Background: an optimization exercise with open tools, aiming at small area, a short achievable clock period and few clock cycles per item. Do not read the settings as production practice. The RTL was checked by simulation tests, not by an equivalence proof against the original design. No activity file was given, so power comes from the tool's default toggle rates.

[run.sh]
#!/bin/bash
# synth_recipe.tcl (not shown) runs the flow's synth.tcl, then flattens the netlist and writes it again
# the make line also repeats each setting of config.mk as NAME=value (left out here)
make -C /OpenROAD-flow-scripts/flow DESIGN_CONFIG=/design/flow/config.mk WORK_HOME=/design/flow/orfs CLKGATE_MAP_FILE= SYNTH_SCRIPT=/design/flow/synth_recipe.tcl finish
[config.mk]
export PLATFORM = sky130hd
export DESIGN_NAME = mips_arith_top
export DESIGN_NICKNAME = mips_arith_top
export VERILOG_FILES = /design/flow/design.v
export SDC_FILE = /design/flow/constraint.sdc
export NUM_CORES = 4
export LEC_CHECK = 0
export CAP_MARGIN = 20
export CORE_MARGIN = 2
export CORE_UTILIZATION = 45
export PLACE_DENSITY = 0.6
export SETUP_SLACK_MARGIN = 5
export SLEW_MARGIN = 20
[constraint.sdc]
create_clock -name core_clock -period 8.0 [get_ports {clk}]
set_input_delay 1.6000 -clock core_clock [delete_from_list [all_inputs] [get_ports {clk}]]
set_output_delay 1.6000 -clock core_clock [all_outputs]
set_load 0.01 [all_outputs]
[design.v]
`default_nettype none
package mips_isa_pkg;
   typedef logic [32-1:0] word_t;
   typedef logic [4:0] reg_num_t;
   typedef logic [4:0] shamt_t;
   typedef logic [15:0] imm16_t;
   typedef enum logic [5:0] {
      OP_RTYPE = 6'h00,
      OP_ADDI  = 6'h08,
      OP_ADDIU = 6'h09,
      OP_SLTI  = 6'h0a,
      OP_SLTIU = 6'h0b,
      OP_ANDI  = 6'h0c,
      OP_ORI   = 6'h0d,
      OP_XORI  = 6'h0e,
      OP_LUI   = 6'h0f
   } opcode_e;
   typedef enum logic [5:0] {
      FN_SLL  = 6'h00,
      FN_SRL  = 6'h02,
      FN_SRA  = 6'h03,
      FN_SLLV = 6'h04,
      FN_SRLV = 6'h06,
      FN_SRAV = 6'h07,
      FN_ADD  = 6'h20,
      FN_ADDU = 6'h21,
      FN_SUB  = 6'h22,
      FN_SUBU = 6'h23,
      FN_AND  = 6'h24,
      FN_OR   = 6'h25,
      FN_XOR  = 6'h26,
      FN_NOR  = 6'h27,
      FN_SLT  = 6'h2a,
      FN_SLTU = 6'h2b
   } funct_e;
endpackage
`default_nettype wire
`default_nettype none
package core_pkg;
   typedef struct packed {
      logic sum;
      logic logic_op;
      logic lt;
      logic shift_right;
      logic shift_left;
   } res_sel_t;
   typedef struct packed {
      res_sel_t  sel;
      logic      sub;
      logic      lt_unsigned;
      logic [1:0] logic_fn;
      logic      shift_arith;
   } exec_ctrl_t;
endpackage
`default_nettype wire
`default_nettype none
module mips_decode
(
   input  mips_isa_pkg::word_t    inst,
   output logic                   known,
   output logic                   a_shamt,
   output logic                   a_zero,
   output logic                   use_imm,
   output mips_isa_pkg::word_t    imm_b,
   output mips_isa_pkg::reg_num_t dest,
   output core_pkg::exec_ctrl_t   ctrl
);
   logic [5:0] opcode;
   logic [5:0] funct;
   logic       rtype;
   logic [15:0] imm;
   assign opcode = inst[31:26];
   assign funct  = inst[5:0];
   assign rtype  = (opcode == 6'h00);
   assign imm    = inst[15:0];
   always_comb begin
      known   = 1'b0;
      a_shamt = 1'b0;
      a_zero  = 1'b0;
      use_imm = !rtype;
      ctrl    = '0;
      if (rtype) begin
         case (funct)
            mips_isa_pkg::FN_SLL, mips_isa_pkg::FN_SRL, mips_isa_pkg::FN_SRA,
            mips_isa_pkg::FN_SLLV, mips_isa_pkg::FN_SRLV, mips_isa_pkg::FN_SRAV: begin
               known            = 1'b1;
               a_shamt          = !funct[2];
               ctrl.sel.shift_left  = !funct[1];
               ctrl.sel.shift_right = funct[1];
               ctrl.shift_arith = funct[0];
            end
            mips_isa_pkg::FN_ADD, mips_isa_pkg::FN_ADDU: begin
               known        = 1'b1;
               ctrl.sel.sum = 1'b1;
            end
            mips_isa_pkg::FN_SUB, mips_isa_pkg::FN_SUBU: begin
               known        = 1'b1;
               ctrl.sel.sum = 1'b1;
               ctrl.sub     = 1'b1;
            end
            mips_isa_pkg::FN_AND, mips_isa_pkg::FN_OR,
            mips_isa_pkg::FN_XOR, mips_isa_pkg::FN_NOR: begin
               known             = 1'b1;
               ctrl.sel.logic_op = 1'b1;
               ctrl.logic_fn     = funct[1:0];
            end
            mips_isa_pkg::FN_SLT, mips_isa_pkg::FN_SLTU: begin
               known            = 1'b1;
               ctrl.sel.lt      = 1'b1;
               ctrl.sub         = 1'b1;
               ctrl.lt_unsigned = funct[0];
            end
            default: ;
         endcase
      end else begin
         case (opcode)
            mips_isa_pkg::OP_ADDI, mips_isa_pkg::OP_ADDIU: begin
               known        = 1'b1;
               ctrl.sel.sum = 1'b1;
            end
            mips_isa_pkg::OP_SLTI, mips_isa_pkg::OP_SLTIU: begin
               known            = 1'b1;
               ctrl.sel.lt      = 1'b1;
               ctrl.sub         = 1'b1;
               ctrl.lt_unsigned = opcode[0];
            end
            mips_isa_pkg::OP_ANDI, mips_isa_pkg::OP_ORI, mips_isa_pkg::OP_XORI: begin
               known             = 1'b1;
               ctrl.sel.logic_op = 1'b1;
               ctrl.logic_fn     = opcode[1:0];
            end
            mips_isa_pkg::OP_LUI: begin
               known        = 1'b1;
               a_zero       = 1'b1;
               ctrl.sel.sum = 1'b1;
            end
            default: ;
         endcase
      end
   end
   always_comb begin
      if (opcode[2:0] == 3'b111) begin
         imm_b = {imm, 16'h0000};
      end else if (opcode[2]) begin
         imm_b = {16'h0000, imm};
      end else begin
         imm_b = {{16{imm[15]}}, imm};
      end
   end
   assign dest = rtype ? inst[15:11] : inst[20:16];
endmodule
`default_nettype wire
`default_nettype none
module regfile
(
   input  logic     clk,
   input  logic     arst_n,
   input  mips_isa_pkg::reg_num_t rd_num_next,
   output mips_isa_pkg::word_t    rd_data,
   input  logic     wr_next,
   input  mips_isa_pkg::reg_num_t wr_num_next,
   input  mips_isa_pkg::word_t    wr_data
);
   mips_isa_pkg::word_t regs [1:32-1];
   logic [32-1:1] written_q;
   logic [32-1:1] wr_sel_q;
   logic [32-1:1] rd_sel_q;
   logic                      rd_fwd_q;
   logic                      fwd_next;
   always_ff @(posedge clk or negedge arst_n) begin
      if (!arst_n) begin
         written_q <= '0;
      end else begin
         written_q <= written_q | wr_sel_q;
      end
   end
   always_ff @(posedge clk) begin
      for (int i = 1; i < 32; i++) begin
         wr_sel_q[i] <= wr_next && (wr_num_next == i[4:0]);
         if (wr_sel_q[i]) begin
            regs[i] <= wr_data;
         end
      end
   end
   assign fwd_next = wr_next && (wr_num_next == rd_num_next);
   always_ff @(posedge clk) begin
      for (int i = 1; i < 32; i++) begin
         rd_sel_q[i] <= (rd_num_next == i[4:0]) && !fwd_next &&
                        (written_q[i] || wr_sel_q[i]);
      end
      rd_fwd_q <= fwd_next;
   end
   always_comb begin
      rd_data = wr_data & {32{rd_fwd_q}};
      for (int i = 1; i < 32; i++) begin
         rd_data = rd_data | (regs[i] & {32{rd_sel_q[i]}});
      end
   end
endmodule
`default_nettype wire
`default_nettype none
module issue_stage
(
   input  logic     clk,
   input  logic     arst_n,
   input  logic     inst_req,
   input  mips_isa_pkg::word_t    inst,
   output logic     inst_ack,
   output logic     except,
   output mips_isa_pkg::reg_num_t rd_num_next,
   input  mips_isa_pkg::word_t    rd_data,
   input  logic     ex_valid,
   input  logic     ex_leave,
   input  logic     wr_pend,
   input  mips_isa_pkg::reg_num_t wr_num,
   input  mips_isa_pkg::word_t    wr_data,
   output logic     push,
   output mips_isa_pkg::word_t    op_a,
   output logic [4:0] op_shamt,
   output mips_isa_pkg::word_t    op_b,
   output mips_isa_pkg::reg_num_t op_dest,
   output core_pkg::exec_ctrl_t   op_ctrl
);
   logic                   s1_q;
   logic                   s2_q;
   mips_isa_pkg::word_t    ir_q;
   mips_isa_pkg::word_t    a_q;
   logic [4:0]             shamt_q;
   logic                   ir_free;
   logic                   accept;
   logic                   s1_adv;
   logic                   fwd_rs;
   logic                   a_fix;
   logic                   in_known;
   logic                   known;
   logic                   a_shamt;
   logic                   a_zero;
   logic                   use_imm;
   mips_isa_pkg::word_t    imm_b;
   mips_decode i_in_decode (
      .inst    (inst),
      .known   (in_known),
      .a_shamt (),
      .a_zero  (),
      .use_imm (),
      .imm_b   (),
      .dest    (),
      .ctrl    ()
   );
   mips_decode i_ir_decode (
      .inst    (ir_q),
      .known   (known),
      .a_shamt (a_shamt),
      .a_zero  (a_zero),
      .use_imm (use_imm),
      .imm_b   (imm_b),
      .dest    (op_dest),
      .ctrl    (op_ctrl)
   );
   assign ir_free = !s1_q && (!s2_q || !ex_valid);
   assign accept  = inst_req && !inst_ack && ir_free;
   assign s1_adv  = s1_q && (!ex_valid || ex_leave);
   assign push    = s2_q && !ex_valid;
   assign fwd_rs = wr_pend && (wr_num != '0) && (wr_num == ir_q[25:21]);
   assign a_fix  = push && fwd_rs && !a_shamt && !a_zero;
   always_comb begin
      if (ir_free) begin
         rd_num_next = inst[25:21];
      end else if (s1_q && !s1_adv) begin
         rd_num_next = ir_q[25:21];
      end else begin
         rd_num_next = ir_q[20:16];
      end
   end
   assign op_a     = a_q;
   assign op_shamt = shamt_q;
   always_comb begin
      mips_isa_pkg::word_t b;
      b = use_imm ? imm_b : rd_data;
      for (int i = 0; i < 32; i++) begin
         if (op_ctrl.sel.shift_left) begin
            op_b[i] = b[31-i];
         end else begin
            op_b[i] = b[i] ^ op_ctrl.sub;
         end
      end
   end
   always_ff @(posedge clk or negedge arst_n) begin
      if (!arst_n) begin
         inst_ack <= 1'b0;
         except   <= 1'b0;
         s1_q     <= 1'b0;
         s2_q     <= 1'b0;
      end else begin
         if (accept) begin
            inst_ack <= 1'b1;
         end else if (!inst_req) begin
            inst_ack <= 1'b0;
         end
         if (inst_req && !in_known) begin
            except <= 1'b1;
         end
         if (accept) begin
            s1_q <= 1'b1;
         end else if (s1_adv) begin
            s1_q <= 1'b0;
         end
         if (s1_adv) begin
            s2_q <= known;
         end else if (push) begin
            s2_q <= 1'b0;
         end
      end
   end
   always_ff @(posedge clk) begin
      if (ir_free) begin
         ir_q <= inst;
      end
      if (s1_adv) begin
         if (a_shamt) begin
            a_q <= {27'd0, ir_q[10:6]};
         end else if (a_zero) begin
            a_q <= '0;
         end else begin
            a_q <= rd_data;
         end
      end else if (a_fix) begin
         a_q <= wr_data;
      end
      if (s1_adv && (op_ctrl.sel.shift_left || op_ctrl.sel.shift_right)) begin
         if (a_shamt) begin
            shamt_q <= ir_q[10:6];
         end else begin
            shamt_q <= rd_data[4:0];
         end
      end else if (a_fix && (op_ctrl.sel.shift_left || op_ctrl.sel.shift_right)) begin
         shamt_q <= wr_data[4:0];
      end
   end
endmodule
`default_nettype wire
`default_nettype none
module execute_stage
(
   input  logic       clk,
   input  logic       arst_n,
   input  logic       push,
   input  mips_isa_pkg::word_t    op_a,
   input  logic [4:0] op_shamt,
   input  mips_isa_pkg::word_t    op_b,
   input  mips_isa_pkg::reg_num_t op_dest,
   input  core_pkg::exec_ctrl_t   op_ctrl,
   input  logic       wb_ack,
   output logic       valid,
   output logic       leave,
   output logic       wr_pend,
   output mips_isa_pkg::reg_num_t wr_num,
   output logic       wr_next,
   output mips_isa_pkg::reg_num_t wr_num_next,
   output logic       wb_req,
   output mips_isa_pkg::reg_num_t wb_dest,
   output mips_isa_pkg::word_t    wb_value
);
   core_pkg::exec_ctrl_t ctrl_q;
   mips_isa_pkg::reg_num_t dest;
   mips_isa_pkg::word_t  result;
   mips_isa_pkg::word_t  b_q;
   mips_isa_pkg::word_t  a;
   mips_isa_pkg::word_t  b;
   mips_isa_pkg::word_t  sum;
   logic                 b_sign;
   logic                 lt;
   mips_isa_pkg::word_t  logic_res;
   mips_isa_pkg::word_t  shift_res;
   logic                 fill;
   assign a = op_a;
   assign b = b_q;
   assign sum = a + b + {31'd0, ctrl_q.sub};
   assign b_sign = !b[31];
   assign lt = (a[31] ^ b_sign) ? (ctrl_q.lt_unsigned ? b_sign : a[31]) : sum[31];
   always_comb begin
      case (ctrl_q.logic_fn)
         2'b00:   logic_res = a & b;
         2'b01:   logic_res = a | b;
         2'b10:   logic_res = a ^ b;
         default: logic_res = ~(a | b);
      endcase
   end
   assign fill = ctrl_q.shift_arith & b[31];
   always_comb begin
      logic [63:0] wide;
      wide      = {{32{fill}}, b} >> op_shamt;
      shift_res = wide[31:0];
   end
   always_comb begin
      result = '0;
      if (ctrl_q.sel.sum)         result = result | sum;
      if (ctrl_q.sel.logic_op)    result = result | logic_res;
      if (ctrl_q.sel.lt)          result = result | {31'd0, lt};
      if (ctrl_q.sel.shift_right) result = result | shift_res;
      for (int i = 0; i < 32; i++) begin
         if (ctrl_q.sel.shift_left) result[i] = result[i] | shift_res[31-i];
      end
   end
   assign leave = valid && !wb_req && !wb_ack;
   assign wr_next     = leave && (dest != '0);
   assign wr_num_next = dest;
   always_ff @(posedge clk or negedge arst_n) begin
      if (!arst_n) begin
         valid   <= 1'b0;
         wr_pend <= 1'b0;
         wb_req  <= 1'b0;
      end else begin
         if (push) begin
            valid <= 1'b1;
         end else if (leave) begin
            valid <= 1'b0;
         end
         wr_pend <= leave;
         if (wb_req) begin
            if (wb_ack) begin
               wb_req <= 1'b0;
            end
         end else if (valid && !wb_ack) begin
            wb_req <= 1'b1;
         end
      end
   end
   always_ff @(posedge clk) begin
      if (push) begin
         ctrl_q <= op_ctrl;
         b_q    <= op_b;
         dest   <= op_dest;
      end
      if (leave) begin
         wr_num <= dest;
      end
      if (!wb_req) begin
         wb_dest  <= dest;
         wb_value <= result;
      end
   end
endmodule
`default_nettype wire
`default_nettype none
module mips_arith_core
(
   input  logic       clk,
   input  logic       arst_n,
   input  logic       inst_req,
   input  mips_isa_pkg::word_t      inst,
   output logic       inst_ack,
   output logic       wb_req,
   output mips_isa_pkg::reg_num_t   wb_dest,
   output mips_isa_pkg::word_t      wb_value,
   input  logic       wb_ack,
   output logic       except
);
   mips_isa_pkg::reg_num_t rd_num_next;
   mips_isa_pkg::word_t    rd_data;
   logic                   ex_valid;
   logic                   ex_leave;
   logic                   wr_pend;
   logic                   push;
   mips_isa_pkg::word_t    op_a;
   logic [4:0]             op_shamt;
   mips_isa_pkg::reg_num_t wr_num;
   logic                   wr_next;
   mips_isa_pkg::reg_num_t wr_num_next;
   mips_isa_pkg::word_t    op_b;
   mips_isa_pkg::reg_num_t op_dest;
   core_pkg::exec_ctrl_t   op_ctrl;
   issue_stage i_issue_stage (
      .clk        (clk),
      .arst_n     (arst_n),
      .inst_req   (inst_req),
      .inst       (inst),
      .inst_ack   (inst_ack),
      .except     (except),
      .rd_num_next (rd_num_next),
      .rd_data    (rd_data),
      .ex_valid   (ex_valid),
      .ex_leave   (ex_leave),
      .wr_pend    (wr_pend),
      .wr_num     (wr_num),
      .wr_data    (wb_value),
      .push       (push),
      .op_a       (op_a),
      .op_shamt   (op_shamt),
      .op_b       (op_b),
      .op_dest    (op_dest),
      .op_ctrl    (op_ctrl)
   );
   regfile i_regfile (
      .clk     (clk),
      .arst_n  (arst_n),
      .rd_num_next (rd_num_next),
      .rd_data (rd_data),
      .wr_next     (wr_next),
      .wr_num_next (wr_num_next),
      .wr_data     (wb_value)
   );
   execute_stage i_execute_stage (
      .clk      (clk),
      .arst_n   (arst_n),
      .push     (push),
      .op_a     (op_a),
      .op_shamt (op_shamt),
      .op_b     (op_b),
      .op_dest  (op_dest),
      .op_ctrl  (op_ctrl),
      .wb_ack   (wb_ack),
      .valid    (ex_valid),
      .leave    (ex_leave),
      .wr_pend  (wr_pend),
      .wr_num   (wr_num),
      .wr_next  (wr_next),
      .wr_num_next (wr_num_next),
      .wb_req   (wb_req),
      .wb_dest  (wb_dest),
      .wb_value (wb_value)
   );
endmodule
`default_nettype wire
`default_nettype none
module mips_arith_top (
   input  wire        clk,
   input  wire        arst_n,
   input  wire        inst_req,
   input  wire [31:0] inst,
   output wire        inst_ack,
   output wire        wb_req,
   output wire [4:0]  wb_dest,
   output wire [31:0] wb_value,
   input  wire        wb_ack,
   output wire        except
);
   mips_arith_core i_core (
      .clk      (clk),
      .arst_n   (arst_n),
      .inst_req (inst_req),
      .inst     (inst),
      .inst_ack (inst_ack),
      .wb_req   (wb_req),
      .wb_dest  (wb_dest),
      .wb_value (wb_value),
      .wb_ack   (wb_ack),
      .except   (except)
   );
endmodule
`default_nettype wire
==> flow_summary.toml, run 1 <==
[timing]
worst_pin_slew_ps = 1047
slew_headroom_pct = 29.97
rsz0062_at_grt = "yes"
fin_setup_tns_ps = 0
clock_skew_ps = 26.11
setup_viol = 0
slew_violations = 0
layout_min_cycle_time_ps = 3149
finalHoldViolations = 0
max_freq_ghz = 0.3176
finalCritPeriodShare_pct = 39.36

[cts]
cts_tree = "done"
clock_sinks = 1251
max-clock-path-buffers = 3
path_clk_slew_ps = 70
htreeDepth = 3
root_buffer = "clkbuf_16"
clock_latency_ps = 730
cts_hold_buf = 0
cts_made_buffers = 121

[floorplan]
rows = 123
dieArea_um2 = 115800
die_height_um = 340.3
io_pins = 76
die_x_um = 340.3
start_util_pct = 45.30
core_um2 = 112300

[outcome]
outcome = "finished clean"

[detailed_routing]
ant_nets = 0
drc = 0
first_pass_iters = 9
drt-total-wl_um = 191200
dr_total_vias = 35700
wl_per_cell_um = 35.74
drt-initial-drc-count = 6387
viasPerCell = 6.673

[setup_path]
timing.critical_path.max_delay_family = "compound AO/OA/AOI/OAI gates"
crit_path_start_kind = "flop"
crit_slowest_cell = "a2111oi_4"
r2r_slack_ps = 4850
endpoint = "i_core.i_execute_stage.wb_value[28]$_DFFE_PN_"
crit_type = "flop to flop"
reg2regPathDepth = 12
startpoint = "i_core.i_issue_stage.a_q[0]$_DFFE_PP_"
slowest_delay_ps = 520
r2r-start = "i_core.i_issue_stage.a_q[0]$_DFFE_PP_"
cp_num_cells = 12
critPathBufInv = 2
timing.rr.end = "i_core.i_execute_stage.wb_value[28]$_DFFE_PN_"
crit_arrival_ps = 3640
cp_common_cell = "fa_2"
endpoint_kind = "flop"
worstPathRequired_ps = 8490
path_cells = "fa_2 -> inv_2 -> fa_2 -> nor2b_2 -> o211ai_1 -> buf_4 -> a21oi_4 -> o21ai_4 -> a2111oi_4 -> o21a_4 -> nor3_2 -> a311o_1"
crit_fanout = 4

[yosys]
ys_seq_elements = 1251
syn_nets = 3574
synth_area_um2 = 50890
ys_seq_area_share_pct = 72.20
synthArstFlopShare_pct = 3.038
yosysUniqueCellTypes = 83
synth.avg_cell_area_um2 = 14.66
netlist_instances = 3472
synth_edf_count = 1150
ys_warn_count = 5
dominantRegCellSynth = "edfxtp_1"

[layout]
final_cell_mix = "edfxtp_1 (1150), a22oi_1 (391), nand2_1 (255)"
fillCellCount = 9165
area_delta_synth_final_pct = 19.10
drive_gt1_share_pct = 19.06
final_common_cell = "edfxtp_1"
nets = 3842

[job]
cap_violations = 0

[placed_design]
post-dp-hpwl_um = 93500
io_buffers = 75
gp_congestion = 0.9390

[global_route]
gr-total-overflow = 0
grt_busiest_layer = "met2"
grtUsageTotal_pct = 32.43
grt_pass1_vias = 33013
gr-usage-met2_pct = 50.04
antenna_found_initial = 6
grt_use_met3_pct = 6.680
grt.met1_usage_pct = 44.44
grt_max_degree = 95
grt_pass1_wl_um = 261900

[power]
total_power_mw = 16.91
p_leak_nw = 20.85
peakVddDrop_v = 0.0002097
power_density_nw_per_um2 = 278.9

[worst_hold_path]
holdCritPathClass = "flop to flop"
## worst register-to-register path, cell delays in order, from the launching register on
cell       delay [ps]
edfxtp_1          450
fa_2              260
inv_2              40
fa_2              350
nor2b_2           140
o211ai_1           90
buf_4             160
a21oi_4           230
o21ai_4           100
a2111oi_4         520
o21a_4            240
nor3_2             40
a311o_1           280
## kinds of logic after synthesis
family                     count (synthesis)  synth area share, %
muxes                                     71                2.100
and+or+nand+nor                          746                7.098
AOI/OAI and AO/OA                        967                13.49
DFF                                     1251                72.20
xor gates and xnor gates                  59                1.015
buffers and inverters                    312                2.446
adders and majority gates                 66                1.652
## flip-flops by register name (all words and copies together), names as in the netlist, 5 cells and up
register and count:
i_core.i_execute_stage.ctrl_q 10, i_core.i_issue_stage.ir_q 32, i_core.i_regfile.written_q 31, i_core.i_execute_stage.b_q 32, i_core.i_regfile.regs 992, i_core.i_regfile.rd_sel_q 31, i_core.i_issue_stage.shamt_q 5, i_core.i_issue_stage.a_q 32
i_core.i_execute_stage.wr_num 5, i_core.i_regfile.wr_sel_q 31, i_core.i_execute_stage.dest 5, i_core.i_execute_stage.wb_dest 5, i_core.i_execute_stage.wb_value 32
## routing by layer
layer  part of all wire, %  vias to the layer above  wire [um]
met2                    45                     2724      86740
met3                    12                      507      23650
met5                 0.014                        -         27
met1                    37                    18128      70160
li1                      -                    14337          -
met4                   5.6                        4      10650
## power breakdown
| part | internal (mW) | total, mW | switching, mW |
|---|---|---|---|
| Sequential | 7.82 | 8.04 | 0.211 |
| Clock | 3.14 | 5.66 | 2.51 |
| Combinational | 1.32 | 3.22 | 1.90 |
## layout make-up
type / count / area (um^2) / area share, %
sequential: 1251 / 36840 / 60.78
multi-input combinational: 1912 / 13530 / 22.32
timing repair buffer: 346 / 4071 / 6.717
clock buffer: 144 / 3167 / 5.225
tap: 1500 / 1877 / 3.096
clock inverter: 84 / 700.7 / 1.156
inverter: 107 / 407.9 / 0.6730
antenna: 5 / 12.51 / 0.02064
timing repair inverter: 1 / 7.507 / 0.01239
## synthesized netlist by cell type, types with 13 or more instances
cell type	n	share of area, %
nor3_1	34	0.33
edfxtp_1	1150	68
buf_1	20	0.15
inv_1	104	0.77
a21oi_1	153	1.5
nor4b_1	15	0.26
nand4_1	71	0.87
mux2i_1	37	0.73
nand3_1	78	0.77
dfrtp_1	38	1.9
a21o_1	13	0.19
or4_1	32	0.47
nor2_1	151	1.1
dfxtp_1	63	2.5
a22oi_1	391	5.8
a222oi_1	26	0.51
o21ai_0	150	1.5
clkbuf_1	153	1.1
nand2_1	261	1.9
and3_1	21	0.26
a221oi_1	74	1.3
ha_1	64	1.6
or2_2	35	0.43
buf_2	23	0.23
xnor2_1	56	0.96
a22o_1	71	1.2
o211ai_1	17	0.25
mux4_2	28	1.2
## what timing repair did
action                                 CTS  global route
setup endpoints to repair              203           133
cloned                                  32             2
setup buffers                          105            26
endpoints found under the hold margin    0             0
gates resized for setup                374            68
pin swaps                               27            23
## worst min path at each step
| stage | slack [ps] | end | depth (start not counted) | start |
|---|---|---|---|---|
| floorplan | 420 | i_core.i_regfile.written_q[1]$_DFF_PN0_ | 1 | i_core.i_regfile.written_q[1]$_DFF_PN0_ |
| global placement | 430 | i_core.i_regfile.written_q[5]$_DFF_PN0_ | 1 | i_core.i_regfile.written_q[5]$_DFF_PN0_ |
| detailed placement | 430 | i_core.i_regfile.written_q[6]$_DFF_PN0_ | 1 | i_core.i_regfile.written_q[6]$_DFF_PN0_ |
| CTS | 440 | i_core.i_regfile.written_q[6]$_DFF_PN0_ | 1 | i_core.i_regfile.written_q[6]$_DFF_PN0_ |
| global route | 460 | i_core.i_regfile.written_q[5]$_DFF_PN0_ | 1 | i_core.i_regfile.written_q[5]$_DFF_PN0_ |
| finish | 440 | i_core.i_regfile.written_q[6]$_DFF_PN0_ | 1 | i_core.i_regfile.written_q[6]$_DFF_PN0_ |
## stage by stage
step | hold slack [ps] | cell area [um^2] | util, % | instances | setup WS [ps]
2_1_floorplan | 418.4 | 50930 | - | 3472 | 4761
3_3_place_gp | 430.7 | 53630 | 47.73 | 4952 | 3570
3_5_place_dp | 429.8 | 53630 | 47.73 | 4952 | 3484
4_1_cts | 445.0 | 60080 | 53.48 | 5317 | 4855
5_1_grt | 457.1 | 60600 | 53.94 | 5345 | 4782
6_report | 441.0 | 60610 | 53.95 | 5350 | 4851
Testbench counts, summed over its fixed seeds: cycles 4,824, insts 2,400.
==> inputs of run 2 (changes only) <==
--- a/config.mk
+++ b/config.mk
@@ -9,5 +9,8 @@
 export CORE_MARGIN = 2
 export CORE_UTILIZATION = 45
+export CTS_CLUSTER_DIAMETER = 70
+export CTS_CLUSTER_SIZE = 28
 export PLACE_DENSITY = 0.6
 export SETUP_SLACK_MARGIN = 5
 export SLEW_MARGIN = 20
+export TNS_END_PERCENT = 20
==> run 2 against run 1 <==
Net effect: utilization shrank 3.0 points; die area stayed put; largest power group unchanged; sequential share of layout area grew 3.6 points; final cell count down 4.2%; worst hold slack better by 11 ps; critical path type is now flop to output port; setup slack worse by 120 ps; synthesized area is the same; largest cell class unchanged; clock skew rose by 51 ps; first-iteration DRC count is 6.9% lower; design area is 5.6% lower; non-clock buffer count down 108; register-to-register slack lost 110 ps; still clean.
==> flow_summary.toml, run 2 <==
[global_route]
grt_pass1_vias = 31411
grt_max_degree = 95
grtUsageTotal_pct = 30.40
antenna_found_initial = 7
gr-total-overflow = 0
grt_pass1_wl_um = 246700

[yosys]
netlist_instances = 3472
dominantRegCellSynth = "edfxtp_1"
syn_nets = 3574
ys_seq_area_share_pct = 72.20
ys_warn_count = 5
synth_top_area_cell = "edfxtp_1"
synth_top_family_by_area = "compound AO/OA/AOI/OAI gates"
ys_seq_elements = 1251
synth_mux_area_share_pct = 2.100
yosysMostFrequentCell = "edfxtp_1"
synth-compound-area-share_pct = 13.49
synth.avg_cell_area_um2 = 14.66
yosys-top-cells-area = "edfxtp_1 (68%), a22oi_1 (5.8%), dfxtp_1 (2.5%)"
synth_area_um2 = 50890
synth_adder_area_share_pct = 1.652
synth-simple-area-share_pct = 7.098
synth_edf_count = 1150
synthTopCellsByCount = "edfxtp_1 (1150), a22oi_1 (391), nand2_1 (261)"
synthXorXnorAreaFrac_pct = 1.015
synthArstFlopShare_pct = 3.038
synth_top_area_share_pct = 67.86
yosysUniqueCellTypes = 83

[detailed_routing]
first_pass_iters = 9
wl_per_cell_um = 35.24
viasPerCell = 6.663
drc = 0
drt-total-wl_um = 180500
ant_nets = 0
drt-initial-drc-count = 5949
dr_total_vias = 34133

[placed_design]
gp_congestion = 0.9458
io_buffers = 75
post-dp-hpwl_um = 93450

[timing]
finalHoldViolations = 0
finalCritPeriodShare_pct = 40.91
slew_headroom_pct = 28.91
clock_skew_ps = 77.47
max_freq_ghz = 0.3056
fin_setup_tns_ps = 0
slew_violations = 0
setup_viol = 0
rsz0062_at_grt = "yes"
layout_min_cycle_time_ps = 3273
worst_pin_slew_ps = 1066

[setup_path]
crit_type = "flop to output port"
crit_path_start_kind = "flop"
worstPathRequired_ps = 6400
crit_arrival_ps = 1670
endpoint_kind = "output port"
crit_fanout = 3

[floorplan]
die_x_um = 340.3
dieArea_um2 = 115800
start_util_pct = 45.30
core_um2 = 112300
io_pins = 76
die_height_um = 340.3
rows = 123

[cts]
clock_sinks = 1251
cts_tree = "done"
root_buffer = "clkbuf_16"
clock_latency_ps = 690
path_clk_slew_ps = 100
cts_made_buffers = 66
htreeDepth = 3
max-clock-path-buffers = 3

[power]
p_leak_nw = 19.11
total_power_mw = 14.57
peakVddDrop_v = 0.0001682
power_density_nw_per_um2 = 254.8

[layout]
drive_gt1_share_pct = 13.73
largest_register = "i_core.i_regfile.regs"
area_delta_synth_final_pct = 12.40
seq_area_um2 = 36840
fillCellCount = 9432
nets = 3677
multi_input_area_um2 = 13290
final_common_cell = "edfxtp_1"
largest_register_ffs = 992
final_cell_mix = "edfxtp_1 (1150), a22oi_1 (391), nand2_1 (253)"

[worst_hold_path]
holdCritPathClass = "flop to flop"

[outcome]
outcome = "finished clean"

[job]
cap_violations = 0
run 2: worst max-delay path, cell delays in order (launching register included):
cell and delay, ps:
edfxtp_1 510, buf_12 190, dlygate4sd2_1 280
run 2: routing by layer:
layer / GRT usage [%] / vias to the layer above / part of all wire (%)
li1: - / 13900 / -
met1: 41.77 / 17406 / 37
met2: 48.36 / 2417 / 46
met3: 5.697 / 404 / 12
met4: 11.41 / 6 / 4.5
met5: 0 / - / 0.022
run 2: what timing repair did:
| action | CTS | global route |
|---|---|---|
| hold buffers | 0 | 0 |
| gates cloned | 5 | 5 |
| pin swaps | 13 | 17 |
| endpoints found under the setup margin | 205 | 186 |
| setup buffers | 23 | 25 |
| resized for setup | 157 | 82 |
run 2: area by class of cell:
class	count	area share, %
Sequential cell	1251	64.40
Clock inverter	38	0.8859
Multi-Input combinational cell	1910	23.23
Antenna cell	2	0.008750
Inverter	107	0.7131
Tap cell	1500	3.281
Clock buffer	76	3.045
Timing Repair Buffer	238	4.421
Timing Repair inverter	1	0.01312
run 2: power by group:
part / internal (mW) / total, mW / switching (mW)
sequential: 7.82 / 8.01 / 0.196
clock: 1.82 / 4.06 / 2.25
combinational: 0.844 / 2.50 / 1.65
total: 10.5 / 14.6 / 4.09
run 2: kinds of logic (layout without fill, tap and decap cells):
logic type                 after synthesis  count (layout)
adders and majority gates               66              66
AOI/OAI and AO/OA                      967             968
xor gates and xnor gates                59              59
muxes                                   71              71
DFF                                   1251            1251
buffers and inverters                  312             460
and+or+nand+nor                        746             746
other                                    0               2
run 2: path summary, 6_finish.rpt:
check	depth (start not counted)	endpoint	start	slack, ps
setup reg to reg	9	i_core.i_execute_stage.b_q[4]$_DFFE_PP_	i_core.i_regfile.rd_sel_q[20]$_DFF_P_	4740
hold reg to reg	1	i_core.i_regfile.written_q[23]$_DFF_PN0_	i_core.i_regfile.written_q[23]$_DFF_PN0_	450
max in group asynchronous	1	i_core.i_regfile.written_q[21]$_DFF_PN0_	arst_n	6370
hold / removal	1	i_core.i_regfile.written_q[23]$_DFF_PN0_	i_core.i_regfile.written_q[23]$_DFF_PN0_	450
min in group asynchronous	1	i_core.i_regfile.written_q[1]$_DFF_PN0_	arst_n	1040
setup / recovery	2	wb_value[16]	i_core.i_execute_stage.wb_value[16]$_DFFE_PN_	4730
run 2: through the flow:
| step | hold WS, ps | cells | instance area (um^2) | worst slack (ps) | utilization (%) |
|---|---|---|---|---|---|
| global placement | 432.7 | 4949 | 53600 | 3538 | 47.71 |
| CTS | 452.9 | 5091 | 56590 | 4713 | 50.37 |
| floorplan | 418.6 | 3472 | 50910 | 4718 | - |
| global route | 462.9 | 5121 | 57190 | 4677 | 50.91 |
| finish | 451.8 | 5123 | 57200 | 4727 | 50.91 |
| detailed placement | 430.8 | 4949 | 53600 | 3494 | 47.71 |
==> inputs of run 3 (changes only) <==
--- a/config.mk
+++ b/config.mk
@@ -9,8 +9,8 @@
 export CORE_MARGIN = 2
 export CORE_UTILIZATION = 45
-export CTS_CLUSTER_DIAMETER = 70
-export CTS_CLUSTER_SIZE = 28
+export CTS_CLUSTER_DIAMETER = 80
+export CTS_CLUSTER_SIZE = 24
 export PLACE_DENSITY = 0.6
 export SETUP_SLACK_MARGIN = 5
 export SLEW_MARGIN = 20
-export TNS_END_PERCENT = 20
+export TNS_END_PERCENT = 10
==> run 3 against run 2 <==
Net effect: still clean on timing, DRC and antenna; combinational power decreased by 2%; final cell count decreased by 0.61%; via count down 0.67%; maximum frequency fell by 0.59%; setup slack worse by 19 ps; flip-flop and latch count unchanged; critical path depth grew 7; utilization is 0.39 points lower; synthesized cell count unchanged; routed wire length is 0.26% lower; die area unchanged; register-to-register slack got worse by 30 ps; largest cell class unchanged; largest power group unchanged.
==> flow_summary.toml, run 3 <==
[cts]
root_buffer = "clkbuf_16"
cts_tree = "done"
clock_latency_ps = 680
clock_sinks = 1251
htreeDepth = 3
path_clk_slew_ps = 90
cts_hold_buf = 0
cts_made_buffers = 67
max-clock-path-buffers = 3

[setup_path]
slowest_delay_ps = 780
crit_slowest_cell = "or4_1"
crit_path_start_kind = "flop"
worstPathRequired_ps = 8460
path_cells = "buf_4 -> a22o_1 -> a221oi_1 -> nand3_1 -> or4_1 -> a21oi_1 -> xnor2_1 -> nor2_1 -> a21oi_1"
reg2regPathDepth = 9
crit_type = "flop to flop"
r2r_slack_ps = 4710
crit_arrival_ps = 3750
cp_common_cell = "a21oi_1"
crit_fanout = 23
r2r-start = "i_core.i_regfile.rd_sel_q[29]$_DFF_P_"
timing.rr.end = "i_core.i_execute_stage.b_q[9]$_DFFE_PP_"
endpoint_kind = "flop"

[floorplan]
rows = 123
dieArea_um2 = 115800
io_pins = 76
die_height_um = 340.3
start_util_pct = 45.30
core_um2 = 112300
die_x_um = 340.3

[global_route]
grtUsageTotal_pct = 30.40
antenna_found_initial = 3
grt_max_degree = 95
grt_pass1_vias = 31505
grt_busiest_layer = "met2"
grt_pass1_wl_um = 246900
gr-total-overflow = 0
gr-usage-met2_pct = 47.98
grt_use_met3_pct = 6.110
grt.met1_usage_pct = 41.70

[yosys]
netlist_instances = 3472
yosys-top-cells-area = "edfxtp_1 (68%), a22oi_1 (5.8%), dfxtp_1 (2.5%)"
yosysMostFrequentCell = "edfxtp_1"
synth_edf_count = 1150
ys_seq_area_share_pct = 72.20
yosysUniqueCellTypes = 83
synthTopCellsByCount = "edfxtp_1 (1150), a22oi_1 (391), nand2_1 (261)"
synthArstFlopShare_pct = 3.038
dominantRegCellSynth = "edfxtp_1"
synth_top_area_share_pct = 67.86
synth_top_area_cell = "edfxtp_1"
synth-compound-area-share_pct = 13.49
synth-simple-area-share_pct = 7.098
synth.avg_cell_area_um2 = 14.66
syn_nets = 3574
ys_seq_elements = 1251
synthXorXnorAreaFrac_pct = 1.015
synth_adder_area_share_pct = 1.652
synth_area_um2 = 50890
synth_mux_area_share_pct = 2.100
ys_warn_count = 5
synth_top_family_by_area = "compound AO/OA/AOI/OAI gates"

[power]
power_density_nw_per_um2 = 250.5
p_leak_nw = 18.89
total_power_mw = 14.22
peakVddDrop_v = 0.0001759

[worst_hold_path]
hold_start = "i_core.i_regfile.written_q[22]$_DFF_PN0_"
holdCritPathClass = "flop to flop"
min_path_cells = 1
holdPathEnd = "i_core.i_regfile.written_q[22]$_DFF_PN0_"

[layout]
largest_register = "i_core.i_regfile.regs"
largest_register_ffs = 992
final_common_cell = "edfxtp_1"
finish.instance_area_um2 = 56770
drive_gt1_share_pct = 12.98
post-route-util_pct = 50.53
nets = 3671
final_cell_mix = "edfxtp_1 (1150), a22oi_1 (391), nand2_1 (254)"
area_delta_synth_final_pct = 11.54

[detailed_routing]
ant_nets = 0
wl_per_cell_um = 35.36
first_pass_iters = 6
dr_total_vias = 33906
drc = 0
drt-initial-drc-count = 6066
drt-total-wl_um = 180000
viasPerCell = 6.659

[timing]
slew_headroom_pct = 26.96
slew_violations = 0
layout_min_cycle_time_ps = 3292
max_freq_ghz = 0.3038
finalCritPeriodShare_pct = 41.15
fin_setup_tns_ps = 0
hold_slack_ps = 448.7
clock_skew_ps = 46.71
worst_pin_slew_ps = 1079
finalHoldViolations = 0
setup_viol = 0
rsz0062_at_grt = "yes"

[placed_design]
gp_congestion = 0.9458
io_buffers = 75
post-dp-hpwl_um = 93450
placed_area_um2 = 53600

[outcome]
outcome = "finished clean"

[job]
cap_violations = 0
[run 3: per-stage QoR]
| step | setup slack (ps) | instances |
|---|---|---|
| after floorplan | 4718 | 3472 |
| after global placement | 3538 | 4949 |
| after detailed placement | 3494 | 4949 |
| after CTS | 4723 | 5067 |
| after global routing | 4700 | 5091 |
| final | 4708 | 5092 |
[run 3: area by class of cell]
type,instances,area [um^2]
clock buffers,78,1739
inverters,107,405.4
repair buffers,230,2349
well taps,1500,1877
diodes,1,2.502
fillers,9459,55580
multi-input cells,1911,13350
flip-flops and latches,1251,36840
repair inverters,1,5.005
clock inverters,13,206.4
[run 3: cell families (layout without fill, tap and decap cells)]
logic type	Yosys count	count (layout)
other	0	1
flip-flops	1251	1251
buffers and inverters	312	429
XOR/XNOR	59	59
AND/OR/NAND/NOR	746	746
multiplexers	71	71
AO/OA/AOI/OAI	967	969
adder cells (fa/ha/maj)	66	66
[run 3: worst max-delay path, delay by kind of cell (launching register included)]
family          cells  cell delay, ps
compound gates      4            1040
simple gates        3             970
flops               1             480
buf+inv             1             390
xor+xnor            1             140
[run 3: how the worst max path moves through the flow]
stage                                                         end                                          start  cells past startpoint
global route                                         wb_value[21]  i_core.i_execute_stage.wb_value[21]$_DFFE_PN_                      2
finish                    i_core.i_execute_stage.b_q[9]$_DFFE_PP_          i_core.i_regfile.rd_sel_q[29]$_DFF_P_                      9
floorplan                    i_core.i_regfile.rd_sel_q[1]$_DFF_P_                                         wb_ack                     10
detailed placement         i_core.i_issue_stage.a_q[26]$_DFFE_PP_        i_core.i_issue_stage.ir_q[27]$_DFFE_PP_                      8
CTS                 i_core.i_execute_stage.wb_value[30]$_DFFE_PN_          i_core.i_issue_stage.a_q[0]$_DFFE_PP_                     12
global placement            i_core.i_issue_stage.a_q[5]$_DFFE_PP_        i_core.i_issue_stage.ir_q[27]$_DFFE_PP_                      8
[run 3: what timing repair did]
action,in CTS,in global routing
cloned,5,2
endpoints found under the setup margin,205,174
pin swaps,14,21
setup buffers,22,22
resized for setup,155,66
[run 3: per-layer routing]
layer,share of wire [%],vias to the layer above
li1,-,13858
met1,38,17403
met2,46,2246
met3,11,399
met4,4.8,0
met5,0,-
[run 3: power breakdown]
part	switching, mW	total, mW	internal (mW)
registers	0.198	8.01	7.81
clock network	2.15	3.76	1.60
logic	1.63	2.45	0.819
total	3.98	14.2	10.2
==> inputs of run 4 (changes only) <==
--- a/config.mk
+++ b/config.mk
@@ -8,8 +8,8 @@
 export CAP_MARGIN = 20
 export CORE_MARGIN = 2
-export CORE_UTILIZATION = 45
+export CORE_UTILIZATION = 40
 export CTS_CLUSTER_DIAMETER = 80
 export CTS_CLUSTER_SIZE = 24
-export PLACE_DENSITY = 0.6
+export PLACE_DENSITY = 0.55
 export SETUP_SLACK_MARGIN = 5
 export SLEW_MARGIN = 20
==> run 4 against run 3 <==
Net effect: power increased by 0.15%; non-clock buffer count decreased by 2; count of clock-buffer cells in the layout decreased by 3; clock skew decreased by 20 ps; critical path type unchanged.
==> flow_summary.toml, run 4 <==
[floorplan]
rows = 130
dieArea_um2 = 130100
core_um2 = 125900
io_pins = 76
die_height_um = 360.7
die_x_um = 360.7
start_util_pct = 40.42

[timing]
worst_pin_slew_ps = 1154
max_freq_ghz = 0.2880
fin_setup_tns_ps = 0
rsz0062_at_grt = "yes"
setup_viol = 0
finalHoldViolations = 0
slew_headroom_pct = 22.81
slew_violations = 0
layout_min_cycle_time_ps = 3472
worst_slack_ps = 4528
finalCritPeriodShare_pct = 43.40
clock_skew_ps = 26.73

[power]
peakVddDrop_v = 0.0001832
power_density_nw_per_um2 = 250.2
comb_power_share_pct = 17.2
p_leak_nw = 18.86
p_sw_mw = 4.017
clkPwrFrac_pct = 26.6
swShare_pct = 28.21
p_int_mw = 10.22
seqPwrFrac_pct = 56.2
total_power_mw = 14.24

[detailed_routing]
wl_per_cell_um = 35.32
first_pass_iters = 8
viasPerCell = 6.443
drt-total-wl_um = 185200
ant_nets = 0
drt-initial-drc-count = 5830
dr_total_vias = 33792
drc = 0

[layout]
largest_register = "i_core.i_regfile.regs"
largest_register_ffs = 992
final_cell_mix = "edfxtp_1 (1150), a22oi_1 (391), nand2_1 (256)"
drive_gt1_share_pct = 12.75
final_common_cell = "edfxtp_1"
nets = 3669
area_delta_synth_final_pct = 11.84

[global_route]
grt_pass1_vias = 31759
grtUsageTotal_pct = 27.84
grt_max_degree = 95
gr-total-overflow = 0
antenna_found_initial = 5
grt_pass1_wl_um = 254300

[worst_hold_path]
min_path_cells = 1
holdCritPathClass = "flop to flop"

[cts]
clock_sinks = 1251
path_clk_slew_ps = 100
cts_hold_buf = 0
clock_latency_ps = 680
cts_made_buffers = 66
max-clock-path-buffers = 3
cts_tree = "done"
htreeDepth = 3
root_buffer = "clkbuf_16"

[yosys]
synth_top_area_cell = "edfxtp_1"
synthTopCellsByCount = "edfxtp_1 (1150), a22oi_1 (391), nand2_1 (261)"
synthArstFlopShare_pct = 3.038
ys_warn_count = 5
syn_nets = 3574
synth_area_um2 = 50890
synth_edf_count = 1150
synth_top_area_share_pct = 67.86
yosys-top-cells-area = "edfxtp_1 (68%), a22oi_1 (5.8%), dfxtp_1 (2.5%)"
dominantRegCellSynth = "edfxtp_1"
ys_seq_area_share_pct = 72.20
yosysMostFrequentCell = "edfxtp_1"
netlist_instances = 3472
synth.avg_cell_area_um2 = 14.66
yosysUniqueCellTypes = 83
ys_seq_elements = 1251

[setup_path]
slowest_delay_ps = 510
crit_arrival_ps = 3900
crit_type = "flop to flop"
crit_path_start_kind = "flop"
crit_slowest_cell = "o211ai_1"
endpoint_kind = "flop"
reg2regPathDepth = 13
crit_fanout = 4
path_cells = "fa_2 -> inv_2 -> fa_2 -> nor2b_2 -> o211ai_1 -> a21oi_2 -> o21ai_2 -> a2111oi_4 -> buf_4 -> buf_6 -> o211ai_1 -> o41a_2 -> nand2_2"
worstPathRequired_ps = 8420

[placed_design]
gp_congestion = 0.9068
post-place-ws_ps = 3408
io_buffers = 75
post-dp-hpwl_um = 97480

[job]
cap_violations = 0

[outcome]
outcome = "finished clean"
==> run 4: cell types whose count changed in the layout (fill, tap and decap cells not counted), moves of 4 or more <==
| cell | before | now |
|---|---|---|
| buf_4 | 108 | 100 |
| buf_12 | 20 | 15 |
| inv_6 | 1 | 6 |
| buf_8 | 7 | 17 |
| nor4b_1 | 11 | 15 |
==> run 4: routing by layer <==
metal,global-route usage [%],part of all wire [%]
met5,0,0.0092
met4,7.367,2.9
met3,4.794,10
met2,44.34,47
met1,39.50,40
==> run 4: area by class of cell <==
cell class                 instances  area (um^2)
clock buffer                      75         1707
antenna                            3        7.507
multi-input combinational       1912        13300
clock inverter                    18        235.2
tap                             1650         2064
timing repair inverter             1        7.507
fill                           11196        68980
inverter                         107        407.9
timing repair buffer             228         2359
sequential                      1251        36830
==> run 4: logic make-up after synthesis <==
logic type,share of synthesized area [%]
compound gates,13.49
simple gates,7.098
flops,72.20
xor+xnor,1.015
buf+inv,2.446
mux,2.100
fa+ha+maj,1.652
==> run 4: through the flow <==
stage / utilization [%] / area (um^2) / instances / hold WS, ps
3_5_place_dp: 42.75 / 53820 / 5104 / 433.5
5_1_grt: 45.20 / 56910 / 5242 / 464.0
4_1_cts: 44.82 / 56430 / 5225 / 453.5
6_report: 45.21 / 56920 / 5245 / 452.9
2_1_floorplan: - / 50910 / 3472 / 418.6
3_3_place_gp: 42.75 / 53820 / 5104 / 433.4
==> run 4: critical path: cells and delay by family, from the launching register on <==
| family | cells | cell delay, ps |
|---|---|---|
| AO/OA/AOI/OAI | 6 | 1610 |
| adder cells (fa/ha/maj) | 2 | 650 |
| flip-flops | 1 | 490 |
| buffers and inverters | 3 | 360 |
| AND/OR/NAND/NOR | 2 | 110 |
==> run 4: path summary, 6_finish.rpt <==
kind	startpoint	end	slack, ps
worst max-delay path	i_core.i_issue_stage.a_q[0]$_DFFE_PP_	i_core.i_execute_stage.wb_value[30]$_DFFE_PN_	4530
worst min-delay path	i_core.i_regfile.written_q[6]$_DFF_PN0_	i_core.i_regfile.written_q[6]$_DFF_PN0_	450
worst max register to register	i_core.i_issue_stage.a_q[0]$_DFFE_PP_	i_core.i_execute_stage.wb_value[30]$_DFFE_PN_	4530
worst min register to register	i_core.i_regfile.written_q[6]$_DFF_PN0_	i_core.i_regfile.written_q[6]$_DFF_PN0_	450
max in group asynchronous	arst_n	i_core.i_execute_stage.wr_pend$_DFF_PN0_	6350
min in group asynchronous	arst_n	i_core.i_regfile.written_q[27]$_DFF_PN0_	1050
==> run 4: repair_timing <==
item,4_1_cts,5_1_grt
gates cloned,6,3
pin swaps,14,30
buffers inserted,22,13
endpoints found under the setup margin,206,195
resized for setup,140,74
==> run 4: power groups by stage <==
stage          registers, mW  logic, mW  clock network (mW)
6_report                8.01       2.44                3.79
5_1_grt                 8.03       2.61                4.03
4_1_cts                 8.00       2.33                3.81
3_5_place_dp            8.14       2.17                   0
3_3_place_gp            8.14       2.14                   0
2_1_floorplan           8.32      0.966                   0

## afterwards: timing with drivers on the ports
The results above use ideal ports. As a check the final layouts listed here were re-extracted and re-timed, cells and wires unchanged. Step 1 sets driving cells, clkbuf_16 on the clock port and buf_2 on the other inputs (assumed; they add their load-dependent delay and slew). Step 2 moves the port delays by t, midway between the first and last clock arrival at a register: inputs arrive t later, outputs are due t later. That takes back most of the time a late clock gives input paths. a / b / c = ideal / step 1 / step 2; a / b = the first two.
| run | shift t [ns] | setup slack, ns | latest minus earliest clock arrival (ns) | worst register clock-pin slew, ns | worst data-port slew with drivers (ns) |
|---|---|---|---|---|---|
| run 1 | 0.789 | 4.851 / 4.805 / 4.379 | 0.028 / 0.028 | 0.07 / 0.07 | 0.06 |
| run 2 | 0.730 | 4.727 / 4.653 / 4.419 | 0.078 / 0.078 | 0.11 / 0.11 | 0.06 |
| run 3 | 0.729 | 4.708 / 4.642 / 4.448 | 0.048 / 0.048 | 0.10 / 0.10 | 0.06 |
| run 4 | 0.737 | 4.528 / 4.528 / 4.438 | 0.028 / 0.028 | 0.10 / 0.10 | 0.05 |
After both steps every run listed still meets setup and hold. For run 1, which loses most, drivers alone change the setup slack by -0.046 ns; drivers and shift together by -0.472 ns.
